This design comes from an exercise in tuning for small area on the open sky130 flow, not from production work.
Function was checked by simulation only, so behaviour that the tests miss may differ from the original.
Power and IR drop assume default switching activity.

`design/flow/flow/run.sh`:
```
#!/bin/bash
set -euo pipefail
SRC="VERILOG_FILES=$PWD/flow/mapped.v"
CTS="CTS_ARGS=-sink_clustering_enable -repair_clock_nets -dont_use_dummy_load -buf_list {sky130_fd_sc_hd__clkbuf_4} -sink_clustering_size 10 -sink_clustering_max_diameter 60"
DU="DONT_USE_CELLS=sky130_fd_sc_hd__probe_p_8 sky130_fd_sc_hd__probec_p_8 sky130_fd_sc_hd__lpflow_bleeder_1 sky130_fd_sc_hd__lpflow_clkbufkapwr_1 sky130_fd_sc_hd__lpflow_clkbufkapwr_16 sky130_fd_sc_hd__lpflow_clkbufkapwr_2 sky130_fd_sc_hd__lpflow_clkbufkapwr_4 sky130_fd_sc_hd__lpflow_clkbufkapwr_8 sky130_fd_sc_hd__lpflow_clkinvkapwr_1 sky130_fd_sc_hd__lpflow_clkinvkapwr_16 sky130_fd_sc_hd__lpflow_clkinvkapwr_2 sky130_fd_sc_hd__lpflow_clkinvkapwr_4 sky130_fd_sc_hd__lpflow_clkinvkapwr_8 sky130_fd_sc_hd__lpflow_decapkapwr_12 sky130_fd_sc_hd__lpflow_decapkapwr_3 sky130_fd_sc_hd__lpflow_decapkapwr_4 sky130_fd_sc_hd__lpflow_decapkapwr_6 sky130_fd_sc_hd__lpflow_decapkapwr_8 sky130_fd_sc_hd__lpflow_inputiso0n_1 sky130_fd_sc_hd__lpflow_inputiso0p_1 sky130_fd_sc_hd__lpflow_inputiso1n_1 sky130_fd_sc_hd__lpflow_inputiso1p_1 sky130_fd_sc_hd__lpflow_inputisolatch_1 sky130_fd_sc_hd__lpflow_isobufsrc_1 sky130_fd_sc_hd__lpflow_isobufsrc_16 sky130_fd_sc_hd__lpflow_isobufsrc_2 sky130_fd_sc_hd__lpflow_isobufsrc_4 sky130_fd_sc_hd__lpflow_isobufsrc_8 sky130_fd_sc_hd__lpflow_isobufsrckapwr_16 sky130_fd_sc_hd__lpflow_lsbuf_lh_hl_isowell_tap_1 sky130_fd_sc_hd__lpflow_lsbuf_lh_hl_isowell_tap_2 sky130_fd_sc_hd__lpflow_lsbuf_lh_hl_isowell_tap_4 sky130_fd_sc_hd__lpflow_lsbuf_lh_isowell_4 sky130_fd_sc_hd__lpflow_lsbuf_lh_isowell_tap_1 sky130_fd_sc_hd__lpflow_lsbuf_lh_isowell_tap_2 sky130_fd_sc_hd__lpflow_lsbuf_lh_isowell_tap_4 sky130_fd_sc_hd__buf_8 sky130_fd_sc_hd__buf_12 sky130_fd_sc_hd__buf_16 sky130_fd_sc_hd__bufbuf_8 sky130_fd_sc_hd__bufbuf_16"
bash standard.sh "$SRC" synth > synth_make.log 2>&1
bash standard.sh "$SRC" "$DU" \
  "BUFFER_PORTS_ARGS=-buffer_cell sky130_fd_sc_hd__buf_1" \
  "$CTS" \
  finish > orfs_make.log 2>&1
```
`design/flow/flow/mapped.v`:
```
// branch_checkpoint_table
// Keeps one rename-state snapshot (free lists, translation maps, ROB tail) per
// in-flight branch. Entries are allocated in program order at the tail,
// released out of order on resolve, and retired from the head one per cycle.
// A mispredict discards the resolving entry and every younger one, and the
// stored snapshot of the resolving entry is presented combinationally so the
// hazard controller can restore in the same cycle.
//
// Area-oriented implementation: the snapshot payload has no reset (an entry's
// payload is only observable while it is live, and it is always written when
// it becomes live), and released registers are forwarded into every entry's
// data free list regardless of liveness (a dead entry's contents are never
// observed and are overwritten on its next allocation).

`ifndef NUM_D_REG
`define NUM_D_REG 64
`endif
`ifndef NUM_S_REG
`define NUM_S_REG 16
`endif
`ifndef ROB_LENGTH
`define ROB_LENGTH 32
`endif

module branch_checkpoint_table #(
    parameter int CP_DEPTH = 4,
    parameter int D_REG    = `NUM_D_REG,
    parameter int S_REG    = `NUM_S_REG,
    parameter int ROB_LEN  = `ROB_LENGTH,
    localparam int IDW     = $clog2(CP_DEPTH),
    localparam int CW      = IDW + 1,
    localparam int DW      = $clog2(D_REG),
    localparam int SW      = $clog2(S_REG),
    localparam int RW      = $clog2(ROB_LEN)
) (
    input  logic                  clk,
    input  logic                  rst,
    // checkpoint capture
    input  logic                  alloc_valid,
    input  logic [D_REG-1:0]      alloc_r_free_list,
    input  logic [S_REG-1:0]      alloc_s_free_list,
    input  logic [15:0][DW-1:0]   alloc_d_translation,
    input  logic [SW-1:0]         alloc_s_translation,
    input  logic [RW-1:0]         alloc_rob_tail,
    output logic [IDW-1:0]        alloc_id,
    output logic                  full,
    output logic                  empty,
    // branch resolution
    input  logic                  resolve_valid,
    input  logic [IDW-1:0]        resolve_id,
    input  logic                  resolve_mispredict,
    // registers released by commit
    input  logic                  free_valid,
    input  logic [DW-1:0]         free_reg,
    // recovery snapshot of entry resolve_id
    output logic [D_REG-1:0]      frl_r_cp,
    output logic [S_REG-1:0]      frl_s_cp,
    output logic [15:0][DW-1:0]   tt_d_cp,
    output logic [SW-1:0]         tt_s_cp,
    output logic [RW-1:0]         rob_tail_cp
);

    // Static part of a snapshot (written only on allocation)
    localparam int STW = S_REG + 16*DW + SW + RW;

    // Payload storage
    logic [CP_DEPTH-1:0][D_REG-1:0]     r_free_r;
    logic [CP_DEPTH-1:0][STW-1:0]       stat_r;

    // Bookkeeping. Live bits are kept in age order: live_r[k] is the live bit
    // of entry (head + k) mod CP_DEPTH. The occupancy count always equals
    // (tail - head) mod CP_DEPTH, except that a full ring has tail == head;
    // full_r tells the two apart, so the count itself needs no register.
    logic [CP_DEPTH-1:0]  live_r;
    logic [IDW-1:0]       head_r;
    logic [IDW-1:0]       tail_r;
    logic                 full_r;

    // Next-state signals
    logic                 mp_req_s;
    logic                 hit_s;
    logic                 correct_s;
    logic                 mispredict_s;
    logic                 alloc_s;
    logic [IDW-1:0]       resolve_pos_s;
    logic [IDW-1:0]       occ_s;
    logic [CP_DEPTH-1:0]  live_mid_s;
    logic [CP_DEPTH-1:0]  live_alloc_s;
    logic                 nonzero_mid_s;
    logic                 retire_s;
    logic [CP_DEPTH-1:0]  live_next_s;
    logic [IDW-1:0]       tail_next_s;
    logic [IDW-1:0]       head_next_s;
    logic                 full_next_s;

    // Resolve, allocate and retire decisions for this cycle
    always_comb begin
        mp_req_s      = resolve_valid && resolve_mispredict;
        // Position of the resolving entry counted from the oldest entry
        resolve_pos_s = resolve_id - head_r;
        hit_s         = live_r[resolve_pos_s];
        correct_s     = resolve_valid && !resolve_mispredict && hit_s;
        mispredict_s  = mp_req_s && hit_s;
        // A mispredict request blocks allocation even if its id is stale
        alloc_s       = alloc_valid && !full_r && !mp_req_s;
        // Occupancy count mod CP_DEPTH
        occ_s         = tail_r - head_r;

        for (int k = 0; k < CP_DEPTH; k++) begin
            live_mid_s[k] = live_r[k]
                && !(correct_s && (resolve_pos_s == IDW'(k)))
                && !(mispredict_s && (IDW'(k) >= resolve_pos_s));
            // the entry at the tail (age occ) becomes live on alloc
            live_alloc_s[k] = live_mid_s[k] || (alloc_s && (occ_s == IDW'(k)));
        end
        // Post-resolve count is nonzero
        nonzero_mid_s = mispredict_s ? (resolve_pos_s != '0) : (full_r || (occ_s != '0));
        retire_s      = nonzero_mid_s && !live_mid_s[0];

        // Retiring the head moves every entry one place younger in age order
        live_next_s   = retire_s ? (live_alloc_s >> 1) : live_alloc_s;
        // alloc and a mispredict are never in the same cycle
        tail_next_s   = alloc_s ? tail_r + IDW'(1) : (mispredict_s ? resolve_id : tail_r);
        head_next_s   = head_r + IDW'(retire_s);
        // Full next cycle: was full (and no mispredict), or had CP_DEPTH-1 and
        // allocates; a retire takes one away again
        full_next_s   = !retire_s && ((full_r && !mispredict_s) ||
                                      (alloc_s && (occ_s == IDW'(CP_DEPTH - 1))));
    end

    // Pointer, live and full registers
    always_ff @(posedge clk or posedge rst) begin
        if (rst) begin
            live_r  <= '0;
            head_r  <= '0;
            tail_r  <= '0;
            full_r  <= 1'b0;
        end else begin
            live_r  <= live_next_s;
            head_r  <= head_next_s;
            tail_r  <= tail_next_s;
            full_r  <= full_next_s;
        end
    end

    // Write enables and released-register decode
    logic [CP_DEPTH-1:0] we_s;
    logic [D_REG-1:0]    fdec_s;
    always_comb begin
        for (int i = 0; i < CP_DEPTH; i++)
            we_s[i] = alloc_s && (tail_r == IDW'(i));
        for (int r = 0; r < D_REG; r++)
            fdec_s[r] = free_valid && (free_reg == DW'(r));
    end

    logic [STW-1:0] alloc_stat_s;
    assign alloc_stat_s = {alloc_s_free_list, alloc_d_translation,
                           alloc_s_translation, alloc_rob_tail};

    // Snapshot payload registers (no reset)
    localparam int NB = D_REG + STW;   // payload bits per entry
    localparam int GW = 6;            // write-enable copies per entry
    localparam int GN = 2;            // inverted write-enable copies per entry
    localparam int GR = 6;            // read-select copies per entry

    logic [CP_DEPTH-1:0] tail_oh_s;
    always_comb
        for (int i = 0; i < CP_DEPTH; i++)
            tail_oh_s[i] = (tail_r == IDW'(i));

    // Write enables: wen = !(alloc & tail == i) from GN nand2 gates, and
    // we = !wen from GW inverters, each serving a group of payload bits
    logic [GN-1:0][CP_DEPTH-1:0] weng_s;
    logic [GW-1:0][CP_DEPTH-1:0] weg_s;
    for (genvar gi = 0; gi < CP_DEPTH; gi++) begin : g_we
        for (genvar gg = 0; gg < GN; gg++) begin : g_n
            sky130_fd_sc_hd__nand2_2 u_wen (.A(alloc_s), .B(tail_oh_s[gi]), .Y(weng_s[gg][gi]));
        end
        for (genvar gg = 0; gg < GW; gg++) begin : g_w
            sky130_fd_sc_hd__inv_2 u_we (.A(weng_s[(gg * GN) / GW][gi]), .Y(weg_s[gg][gi]));
        end
    end

    // Data free list: next = (we ? alloc : q) | released, one a221o per bit
    logic [CP_DEPTH-1:0][D_REG-1:0] r_free_nx_s;
    for (genvar gi = 0; gi < CP_DEPTH; gi++) begin : g_fn
        for (genvar gb = 0; gb < D_REG; gb++) begin : g_b
            sky130_fd_sc_hd__a221o_1 u_nx (
                .A1(weng_s[(gb * GN) / D_REG][gi]), .A2(r_free_r[gi][gb]),
                .B1(weg_s[(gb * GW) / NB][gi]),     .B2(alloc_r_free_list[gb]),
                .C1(fdec_s[gb]), .X(r_free_nx_s[gi][gb]));
        end
    end

    always_ff @(posedge clk)
        r_free_r <= r_free_nx_s;

    // Static payload: bit b of the entry is payload bit D_REG + b
    for (genvar gi = 0; gi < CP_DEPTH; gi++) begin : g_st
        for (genvar gb = 0; gb < STW; gb++) begin : g_b
            always_ff @(posedge clk)
                if (weg_s[((D_REG + gb) * GW) / NB][gi])
                    stat_r[gi][gb] <= alloc_stat_s[gb];
        end
    end

    assign alloc_id    = tail_r;
    assign full        = full_r;
    assign empty       = !full_r && (tail_r == head_r);

    // Zero-latency recovery read of the resolving entry. Active-low one-hot
    // selects t_i = !(resolve_id == i), from GR inverters per entry each
    // serving a group of bits; out = AND_i (t_i | q_i), built as
    // nor2(o22ai(entries 0, 1), o22ai(entries 2, 3)).
    logic [CP_DEPTH-1:0]         rsel_s;
    logic [CP_DEPTH-1:0][NB-1:0] q_all_s;
    logic [NB-1:0]               rd_all_s;
    logic [GR-1:0][CP_DEPTH-1:0] tsel_s;
    always_comb
        for (int i = 0; i < CP_DEPTH; i++)
            rsel_s[i] = (resolve_id == IDW'(i));
    for (genvar gi = 0; gi < CP_DEPTH; gi++) begin : g_q
        assign q_all_s[gi] = {stat_r[gi], r_free_r[gi]};
        for (genvar gg = 0; gg < GR; gg++) begin : g_t
            sky130_fd_sc_hd__inv_2 u_t (.A(rsel_s[gi]), .Y(tsel_s[gg][gi]));
        end
    end
    for (genvar gb = 0; gb < NB; gb++) begin : g_rd
        logic n1, n2;
        sky130_fd_sc_hd__o22ai_1 u_a (
            .A1(tsel_s[(gb * GR) / NB][0]), .A2(q_all_s[0][gb]),
            .B1(tsel_s[(gb * GR) / NB][1]), .B2(q_all_s[1][gb]), .Y(n1));
        sky130_fd_sc_hd__o22ai_1 u_b (
            .A1(tsel_s[(gb * GR) / NB][2]), .A2(q_all_s[2][gb]),
            .B1(tsel_s[(gb * GR) / NB][3]), .B2(q_all_s[3][gb]), .Y(n2));
        sky130_fd_sc_hd__nor2_1  u_c (.A(n1), .B(n2), .Y(rd_all_s[gb]));
    end

    assign frl_r_cp = rd_all_s[D_REG-1:0];
    assign {frl_s_cp, tt_d_cp, tt_s_cp, rob_tail_cp} = rd_all_s[NB-1:D_REG];

endmodule
```
`design/flow/standard.sh`:
```
#!/bin/bash
# synth_recipe.tcl (not shown) runs the flow's synth.tcl, then flattens the netlist and writes it again
# the make line also repeats each setting of config.mk as NAME=value (left out here)
make -C /OpenROAD-flow-scripts/flow DESIGN_CONFIG=/design/flow/config.mk WORK_HOME=/design/flow/orfs CLKGATE_MAP_FILE= SYNTH_SCRIPT=/design/flow/synth_recipe.tcl "${@:-finish}"
```
`design/flow/config.mk`:
```
export PLATFORM = sky130hd
export DESIGN_NAME = branch_checkpoint_table
export DESIGN_NICKNAME = branch_checkpoint_table
export VERILOG_FILES = /design/flow/design.v
export SDC_FILE = /design/flow/constraint.sdc
export NUM_CORES = 4
export LEC_CHECK = 0
export CAP_MARGIN = 20
export CORE_MARGIN = 2
export CORE_UTILIZATION = 65
export SLEW_MARGIN = 20
```
`design/flow/constraint.sdc`:
```
create_clock -name core_clock -period 5.0 [get_ports {clk}]
set_input_delay 1.0000 -clock core_clock [delete_from_list [all_inputs] [get_ports {clk}]]
set_output_delay 1.0000 -clock core_clock [all_outputs]
set_load 0.01 [all_outputs]
```
`design/flow/design.v`:
```
module branch_checkpoint_table #(
    parameter int CP_DEPTH = 4,
    parameter int D_REG    = 64,
    parameter int S_REG    = 16,
    parameter int ROB_LEN  = 32,
    localparam int IDW     = $clog2(CP_DEPTH),
    localparam int CW      = IDW + 1,
    localparam int DW      = $clog2(D_REG),
    localparam int SW      = $clog2(S_REG),
    localparam int RW      = $clog2(ROB_LEN)
) (
    input  logic                  clk,
    input  logic                  rst,
    input  logic                  alloc_valid,
    input  logic [D_REG-1:0]      alloc_r_free_list,
    input  logic [S_REG-1:0]      alloc_s_free_list,
    input  logic [15:0][DW-1:0]   alloc_d_translation,
    input  logic [SW-1:0]         alloc_s_translation,
    input  logic [RW-1:0]         alloc_rob_tail,
    output logic [IDW-1:0]        alloc_id,
    output logic                  full,
    output logic                  empty,
    input  logic                  resolve_valid,
    input  logic [IDW-1:0]        resolve_id,
    input  logic                  resolve_mispredict,
    input  logic                  free_valid,
    input  logic [DW-1:0]         free_reg,
    output logic [D_REG-1:0]      frl_r_cp,
    output logic [S_REG-1:0]      frl_s_cp,
    output logic [15:0][DW-1:0]   tt_d_cp,
    output logic [SW-1:0]         tt_s_cp,
    output logic [RW-1:0]         rob_tail_cp
);
    localparam int STW = S_REG + 16*DW + SW + RW;
    logic [CP_DEPTH-1:0][D_REG-1:0]     r_free_r;
    logic [CP_DEPTH-1:0][STW-1:0]       stat_r;
    logic [CP_DEPTH-1:0]  live_r;
    logic [IDW-1:0]       head_r;
    logic [IDW-1:0]       tail_r;
    logic                 full_r;
    logic                 mp_req_s;
    logic                 hit_s;
    logic                 correct_s;
    logic                 mispredict_s;
    logic                 alloc_s;
    logic [IDW-1:0]       resolve_pos_s;
    logic [IDW-1:0]       occ_s;
    logic [CP_DEPTH-1:0]  live_mid_s;
    logic [CP_DEPTH-1:0]  live_alloc_s;
    logic                 nonzero_mid_s;
    logic                 retire_s;
    logic [CP_DEPTH-1:0]  live_next_s;
    logic [IDW-1:0]       tail_next_s;
    logic [IDW-1:0]       head_next_s;
    logic                 full_next_s;
    always_comb begin
        mp_req_s      = resolve_valid && resolve_mispredict;
        resolve_pos_s = resolve_id - head_r;
        hit_s         = live_r[resolve_pos_s];
        correct_s     = resolve_valid && !resolve_mispredict && hit_s;
        mispredict_s  = mp_req_s && hit_s;
        alloc_s       = alloc_valid && !full_r && !mp_req_s;
        occ_s         = tail_r - head_r;
        for (int k = 0; k < CP_DEPTH; k++) begin
            live_mid_s[k] = live_r[k]
                && !(correct_s && (resolve_pos_s == IDW'(k)))
                && !(mispredict_s && (IDW'(k) >= resolve_pos_s));
            live_alloc_s[k] = live_mid_s[k] || (alloc_s && (occ_s == IDW'(k)));
        end
        nonzero_mid_s = mispredict_s ? (resolve_pos_s != '0) : (full_r || (occ_s != '0));
        retire_s      = nonzero_mid_s && !live_mid_s[0];
        live_next_s   = retire_s ? (live_alloc_s >> 1) : live_alloc_s;
        tail_next_s   = alloc_s ? tail_r + IDW'(1) : (mispredict_s ? resolve_id : tail_r);
        head_next_s   = head_r + IDW'(retire_s);
        full_next_s   = !retire_s && ((full_r && !mispredict_s) ||
                                      (alloc_s && (occ_s == IDW'(CP_DEPTH - 1))));
    end
    always_ff @(posedge clk or posedge rst) begin
        if (rst) begin
            live_r  <= '0;
            head_r  <= '0;
            tail_r  <= '0;
            full_r  <= 1'b0;
        end else begin
            live_r  <= live_next_s;
            head_r  <= head_next_s;
            tail_r  <= tail_next_s;
            full_r  <= full_next_s;
        end
    end
    logic [CP_DEPTH-1:0] we_s;
    logic [D_REG-1:0]    fdec_s;
    always_comb begin
        for (int i = 0; i < CP_DEPTH; i++)
            we_s[i] = alloc_s && (tail_r == IDW'(i));
        for (int r = 0; r < D_REG; r++)
            fdec_s[r] = free_valid && (free_reg == DW'(r));
    end
    logic [STW-1:0] alloc_stat_s;
    assign alloc_stat_s = {alloc_s_free_list, alloc_d_translation,
                           alloc_s_translation, alloc_rob_tail};
    always_ff @(posedge clk) begin
        for (int i = 0; i < CP_DEPTH; i++) begin
            r_free_r[i] <= (we_s[i] ? alloc_r_free_list : r_free_r[i]) | fdec_s;
            if (we_s[i])
                stat_r[i] <= alloc_stat_s;
        end
    end
    assign alloc_id    = tail_r;
    assign full        = full_r;
    assign empty       = !full_r && (tail_r == head_r);
    logic [CP_DEPTH-1:0] rsel_s;
    logic [D_REG-1:0]    rd_free_s;
    logic [STW-1:0]      rd_stat_s;
    always_comb begin
        rd_free_s = '0;
        rd_stat_s = '0;
        for (int i = 0; i < CP_DEPTH; i++) begin
            rsel_s[i] = (resolve_id == IDW'(i));
            rd_free_s = rd_free_s | ({D_REG{rsel_s[i]}} & r_free_r[i]);
            rd_stat_s = rd_stat_s | ({STW{rsel_s[i]}} & stat_r[i]);
        end
    end
    assign frl_r_cp = rd_free_s;
    assign {frl_s_cp, tt_d_cp, tt_s_cp, rob_tail_cp} = rd_stat_s;
endmodule
```
==> run summary <==
sequential cells by signal (all words and copies together), names as in the netlist:
register	flops
head_r	2
stat_r	484
full_r	1
r_free_r	256
live_r	4
tail_r	2
metrics by stage:
step,hold WS (ps),power (uW),instance area (um^2),setup WS [ps],cells
after CTS,58.5,15200,29400,643,2782
after global placement,472,12500,28700,660,2698
final,108,15200,29400,646,2796
after global routing,120,15900,29400,520,2791
after detailed placement,478,12700,28700,657,2698
after floorplan,462,11400,26600,1820,1779
worst min-delay path by stage:
| stage | start | slack [ps] | to |
|---|---|---|---|
| floorplan | r_free_r[103] | 460 | r_free_r[103] |
| global placement | r_free_r[92] | 470 | r_free_r[92] |
| detailed placement | r_free_r[91] | 480 | r_free_r[91] |
| CTS | rst | 60 | live_r[2] |
| global route | rst | 120 | tail_r[0] |
| finish | rst | 110 | live_r[2] |
cells in the mapped netlist, types with 2 or more instances:
cell      number
inv_1          4
nand3b_1       3
a21oi_1        2
dfxtp_1      256
nand4_1        2
edfxtp_1     484
ha_1           7
o21ai_1        3
nand2_2        8
nand3_1       10
mux2_2         2
nor2_1       257
mux2i_1        3
a31oi_1        2
a221o_1      256
xor2_1         2
clkbuf_1       6
xnor3_1        2
dfrtp_1        9
o22ai_1      370
inv_2         48
nor2b_1        5
nand2_1       18
power breakdown:
| group | internal, uW | switching, uW |
|---|---|---|
| sequential | 8270 | 747 |
| combinational | 1620 | 1990 |
| clock | 775 | 1780 |
| total | 10700 | 4510 |
cell usage in the layout, fill, tap and decap left out, types with 7 or more instances in the layout:
| cell type | Yosys | final |
|---|---|---|
| o22ai_1 | 370 | 370 |
| dfrtp_1 | 9 | 9 |
| clkbuf_4 | 0 | 84 |
| diode_2 | 0 | 14 |
| nand2_2 | 8 | 8 |
| nand2_1 | 18 | 18 |
| ha_1 | 7 | 7 |
| buf_1 | 0 | 387 |
| a221o_1 | 256 | 256 |
| buf_2 | 0 | 8 |
| nor2_1 | 257 | 257 |
| edfxtp_1 | 484 | 484 |
| nand3_1 | 10 | 10 |
| dfxtp_1 | 256 | 256 |
| inv_2 | 48 | 48 |
metal layers:
layer	vias up	GRT usage (%)
met1	9205	43.7
li1	8390	-
met2	1023	48.4
met4	20	13.5
met3	149	8.04
met5	-	0
critical path, cell delays in order:
cell and delay (ps):
buf_1 180, inv_1 80, nor2_1 780, inv_2 600, o22ai_1 460, nor2_1 100
buf_1 140
layout make-up:
| class | instances | area, um^2 | share of cell area [%] |
|---|---|---|---|
| diodes | 14 | 35.0 | 0.119 |
| clock buffers | 84 | 631 | 2.14 |
| inverters | 52 | 195 | 0.664 |
| multi-input cells | 970 | 6500 | 22.1 |
| flip-flops and latches | 749 | 19900 | 67.6 |
| well taps | 532 | 666 | 2.26 |
| repair buffers | 395 | 1490 | 5.08 |
logic make-up after synthesis:
family                   count (synthesis)  synth area share (%)
AO/OA/AOI/OAI                          640                  18.8
XOR/XNOR                                 5                 0.329
adder cells (fa/ha/maj)                  7                 0.329
buffers and inverters                   60                 0.888
flip-flops                             749                  74.7
multiplexers                             5                 0.197
AND/OR/NAND/NOR                        313                  4.80
==> reports/metrics.cfg <==
[global_routing]
grt_max_degree=35
grt_pass1_wl_um=102000
globalRouteOverflowTotal=0
grt_pass1_vias=17872
track_usage_pct=31.7
grt_antenna_before_repair=22

[synthesis]
synth_area_um2=26600
syn_inst=1779
synth_seq_area_share_pct=74.7
synth_async_sr_flop_share_pct=1.20
synth_area_per_cell_um2=15.0
yosysTopAreaCellShare_pct=54.6
synth_top_area_cell=edfxtp_1
synth_edf_count=484
synth_cell_types=43
synthTopCellsByArea=edfxtp_1, dfxtp_1, a221o_1
ys_warn_count=1
synth_ff_type=edfxtp_1
ys_ff_latch=749
syn_nets=1985

[drt]
wl_per_cell_um=24.8
post_drt_via_cell_ratio=6.72
wl_met3_um=7450
drc_errors=0
wl_met2_um=32400
routed_wl_um=69400
drtIter0Drc=1778
wl_met1_um=27000
firstDrtPassIters=5
vias=18787
ant_nets=0
routed.top_layer=met5

[pwr]
ir_drop_mv=0.365
total_leakage_power_uw=0.00986
powerDensity_nw_per_um2=516

[finish]
fillers=2824
fin_util_pct=72.3
final_net_count=2458
area_delta_synth_final_pct=10.5
drive_gt1_share_pct=6.93

[placement]
dp_hpwl_um=41700
gp_congestion=0.829
numPortBuffers=387

[timing]
post-route-min-period_ps=4350
relSlewSlack_pct=28.8
tightest_slew_ps=1060
grt_setup_unrepaired=no
fin_skew_ps=52.6
finalSetupViolCount=0
final_max_slew_viol_count=0
hold_viol=0
max_freq_mhz=230
final.setup.tns_ps=0
fin_crit_sh_pct=87.1

[clock_network]
cts_made_buffers=84
ctsResizeCount=0
cts.sinks=749
root_buffer=clkbuf_4
hold_buffers=0
post_cts_buffers=0
cts.path.max_buffers=3
clk_latency_ps=810
htree_levels=3
cts_tree=done
clk_pin_slew_ps=110

[job]
cap_violations=0

[floorplanning]
io_pins=388
num_rows=74
fp.dieArea_um2=42600
die_width_um=206
die_y_um=206
core-area_um2=40600
start_util_pct=65.5

[critical_path]
rr_endpoint=r_free_r[166]
rr_startpoint=tail_r[0]
reg2reg_slack_ps=2260
startpoint=resolve_id[0]
worst_setup_path_start_kind=input pin
critPathMaxFanout=31
critPathKind=in -> out
cp-end-kind=output pin
arrival_ps=3350
crit_required_ps=4000
cp-endpoint=frl_r_cp[31]
r2r_cells=6

[run_status]
status=timing/DRC/antenna clean

[worst_hold_path]
worst_hold_path_type=in -> async

## port drivers added, routing unchanged
No port has a modelled driver above. Below, the same layout with a new extraction and two added sets of constraints.
Step 1 (the two cells are an assumption about what drives the block):
set clk [get_ports {clk}]
set_driving_cell -lib_cell sky130_fd_sc_hd__clkbuf_16 $clk
set_driving_cell -lib_cell sky130_fd_sc_hd__buf_2 [delete_from_list [all_inputs] $clk]
Step 2, shift: input delay + t, output delay - t, t = (earliest + latest rising clock arrival at the registers) / 2. This alone moves slack from input paths to output paths.
Three values: ideal, step 1, step 2; two values: the first two.
shift t [ns]: 0.841
setup WS [ns]: 0.646 / 0.559 / 0.559
worst slew at a driven data input, ns: 0.10
After both steps setup and hold are still met in this run. For this run, drivers alone change the setup slack by -0.087 ns; drivers and shift together by -0.087 ns.
